Background: an optimization exercise with open tools, aiming at small area, a short achievable clock period and few clock cycles per item. Do not read the settings as production practice.
Where RTL was checked, it was by simulation tests only, not by an equivalence proof against the original.

Design dense_layer, start of the top module:
module dense_layer #(
    parameter int NUM_INPUTS    = 4,
    parameter int NUM_OUTPUTS   = 4,
    parameter int FP_TOTAL_BITS = 16,
    parameter int FP_FRAC_BITS  = 8
) (
    input  logic                                                      clk,
    input  logic                                                      reset,
    input  logic                                                      start,
    input  logic [NUM_INPUTS-1:0][FP_TOTAL_BITS-1:0]                  input_vector,
    input  logic [NUM_OUTPUTS-1:0][NUM_INPUTS-1:0][FP_TOTAL_BITS-1:0] weight_matrix,
    input  logic [NUM_OUTPUTS-1:0][FP_TOTAL_BITS-1:0]                 bias_vector,
    output logic [NUM_OUTPUTS-1:0][FP_TOTAL_BITS-1:0]                 layer_out,
    output logic                                                      busy,
    output logic                                                      done
);
Size in the first run: ~670 flip-flops.
Settings: LEC_CHECK=0, ABC_AREA=1, CAP_MARGIN=20, CORE_MARGIN=2, CORE_UTILIZATION=40, SETUP_SLACK_MARGIN=5, SLEW_MARGIN=20, SYNTH_HIERARCHICAL=1, SYNTH_MINIMUM_KEEP_SIZE=0; clock period 10.0 ns.
standard.sh (not shown) runs the stock make flow with config.mk's settings and CLKGATE_MAP_FILE= SYNTH_SCRIPT=/design/flow/synth_recipe.tcl, a recipe that flattens the netlist after the stock synthesis.
==> flow/flow/run.sh <==
#!/bin/bash
# Own flow: the standard layout (standard.sh, unchanged synthesis), with
#  - port buffers of the smallest buffer cell instead of the default delay cell,
#  - a larger setup repair margin, so timing repair works towards a shorter period.
# Every tool writes its full output under orfs/logs/; make's own output goes to flow.log here.
set -uo pipefail
MARGIN=$(cat flow/margin.txt 2>/dev/null || echo 5)
bash standard.sh finish \
  "BUFFER_PORTS_ARGS=-buffer_cell sky130_fd_sc_hd__buf_1" \
  "SETUP_SLACK_MARGIN=$MARGIN" > flow.log 2>&1
rc=$?
cp -r orfs/logs flow_logs 2>/dev/null || true
exit $rc
==> flow/flow/margin.txt <==
6.3
Testbench counts at the start, summed over its fixed seeds: cycles 3,576, items 512.
Edit:
--- a/flow/design.v
+++ b/flow/design.v
@@ -24,14 +24,13 @@
     assign {e_neg3, e_neg2, e_neg1, e_neg0} = e_neg;
     logic [3:0][15:0] wr0, wr1, wr2, wr3;
     logic [15:0] br0, br1, br2, br3;
     logic [15:0] w0_0, w0_1, w0_2, w0_3, b0r;
     logic [15:0] r_out0, r_out1, r_out2;
     logic [33:0] fa_a, fa_b, sum;
-    logic [15:0] r_sum;
-    logic        sat_hi, sat_lo, r_sat_hi, r_sat_lo;
+    logic [25:0] r_sum;
     logic [15:0] y;
     always_ff @(posedge clk) begin
         if (!reset) begin
             r_busy <= 1'b0;
             r_done <= 1'b0;
             r_cnt  <= '0;
@@ -2860,22 +2859,24 @@
     assign fa_a = {1'b1, c1605, c1667, c1665, c1663, c1661, c1659, c1657, c1655, c1653, c1651, c1649, c1647, c1645, c1643, c1641, c1639, c1637, c1635, c1633, c1631, c1629, c1627, c1625, c1623, c1621, c1619, c1617, c1615, c1613, c1611, c1609, c1607, s1542};
     assign fa_b = {1'b0, c1669, s1668, s1666, s1664, s1662, s1660, s1658, s1656, s1654, s1652, s1650, s1648, s1646, s1644, s1642, s1640, s1638, s1636, s1634, s1632, s1630, s1628, s1626, s1624, s1622, s1620, s1618, s1616, s1614, s1612, s1610, s1608, s1606};
     always_ff @(posedge clk) begin
         pipe1 <= {c1421, c1419, pp544, pp408, pp272, pp136, s1420, s1418, c1417, c1415, c1413, c1255, s1416, s1414, s1412, c1411, c1409, c1407, s1410, s1408, s1406, c1405, c1403, c1401, s1404, s1402, s1400, c1399, c1397, c1395, s1398, s1396, s1394, c1393, c1391, c1389, s1392, s1390, s1388, c1387, c1385, c1383, s1386, s1384, s1382, c1381, c1379, c1377, s1380, s1378, s1376, c1375, c1373, c1371, s1374, s1372, s1370, c1369, c1367, c1365, s1368, s1366, s1364, c1363, c1361, c1359, s1362, s1360, s1358, c1357, c1355, c1353, s1356, s1354, s1352, c1351, c1349, c1347, s1350, s1348, s1346, c1345, c1343, c1341, s1344, s1342, s1340, c1339, c1337, c1335, s1338, s1336, s1334, c1333, c1331, c1329, s1332, s1330, s1328, c1327, c1325, c1323, s1326, s1324, s1322, c1321, c1319, c1317, s1320, s1318, s1316, c1315, c1313, c1311, s1314, s1312, s1310, c1309, c1307, c1305, s1308, s1306, s1304, c1303, c1301, c1299, s1302, s1300, s1298, c1297, c1295, c1293, s1296, s1294, s1292, c1291, c1289, c1287, s1290, s1288, s1286, c1285, c1283, c1281, s1284, s1282, s1280, c1279, c1277, c1275, s1278, s1276, s1274, c1273, c1271, c1269, s1272, s1270, s1268, c1267, c1265, c1263, s1266, s1264, s1262, c1261, c1259, s1064, s1260, s1258, s1062, s1060, e_neg3[1], pp426, c1257, pp410, pp274, pp138, pp2, s1256, e_neg3[0], pp409, e_neg2[0], pp273, e_neg1[0]};
     end
     assign sum = fa_a + fa_b;
-    assign sat_hi = (sum[33:23] != {11{sum[33]}}) & ~sum[33];
-    assign sat_lo = (sum[33:23] != {11{sum[33]}}) & sum[33];
     always_ff @(posedge clk) begin
-        if (r_busy) begin
-            r_sum    <= sum[23:8];
-            r_sat_hi <= sat_hi;
-            r_sat_lo <= sat_lo;
-        end
+        if (r_busy)
+            r_sum <= sum[33:8];
+    end
+    always_comb begin
+        if (r_sum[25:15] == {11{r_sum[25]}})
+            y = r_sum[15:0];
+        else if (r_sum[25])
+            y = 16'h8000;
+        else
+            y = 16'h7fff;
     end
-    assign y = r_sat_hi ? 16'h7fff : (r_sat_lo ? 16'h8000 : r_sum);
     always_ff @(posedge clk) begin
         if (r_busy) begin
             r_out0 <= r_out1;
             r_out1 <= r_out2;
             r_out2 <= y;
         end
The changed run completed without violations.
Area after synthesis hardly moves.
Count of clock-buffer cells in the layout drops by 3.
Hold slack hardly moves.
Via count drops by 2.4%.
Fmax drops by 6.2%.
Setup slack loses 260 ps.
Final area drops by 2.7%.
Function not checked in the second run of this note: the RTL went through the layout flow alone.

-- afterwards: timing with drivers on the ports --
Ports are ideal in the flow. The routed layouts listed here were re-timed in OpenROAD.
Step 1: set_driving_cell puts a clkbuf_16 on clk and a buf_2 on each other input, an assumption about the parent block.
Step 2 also shifts input and output timing later by t, the mid clock arrival at the registers, as if the neighbouring blocks saw the same clock.
Three values: ideal, step 1, step 2; two values: the first two.
| run | t (ns) | setup slack, ns | worst register clock-pin slew, ns |
|---|---|---|---|
| the first run | 0.718 | 6.144 / 6.144 / 6.144 | 0.06 / 0.06 |
| the second run | 0.744 | 5.888 / 5.810 / 6.210 | 0.08 / 0.08 |
After both steps every run listed still meets setup and hold.
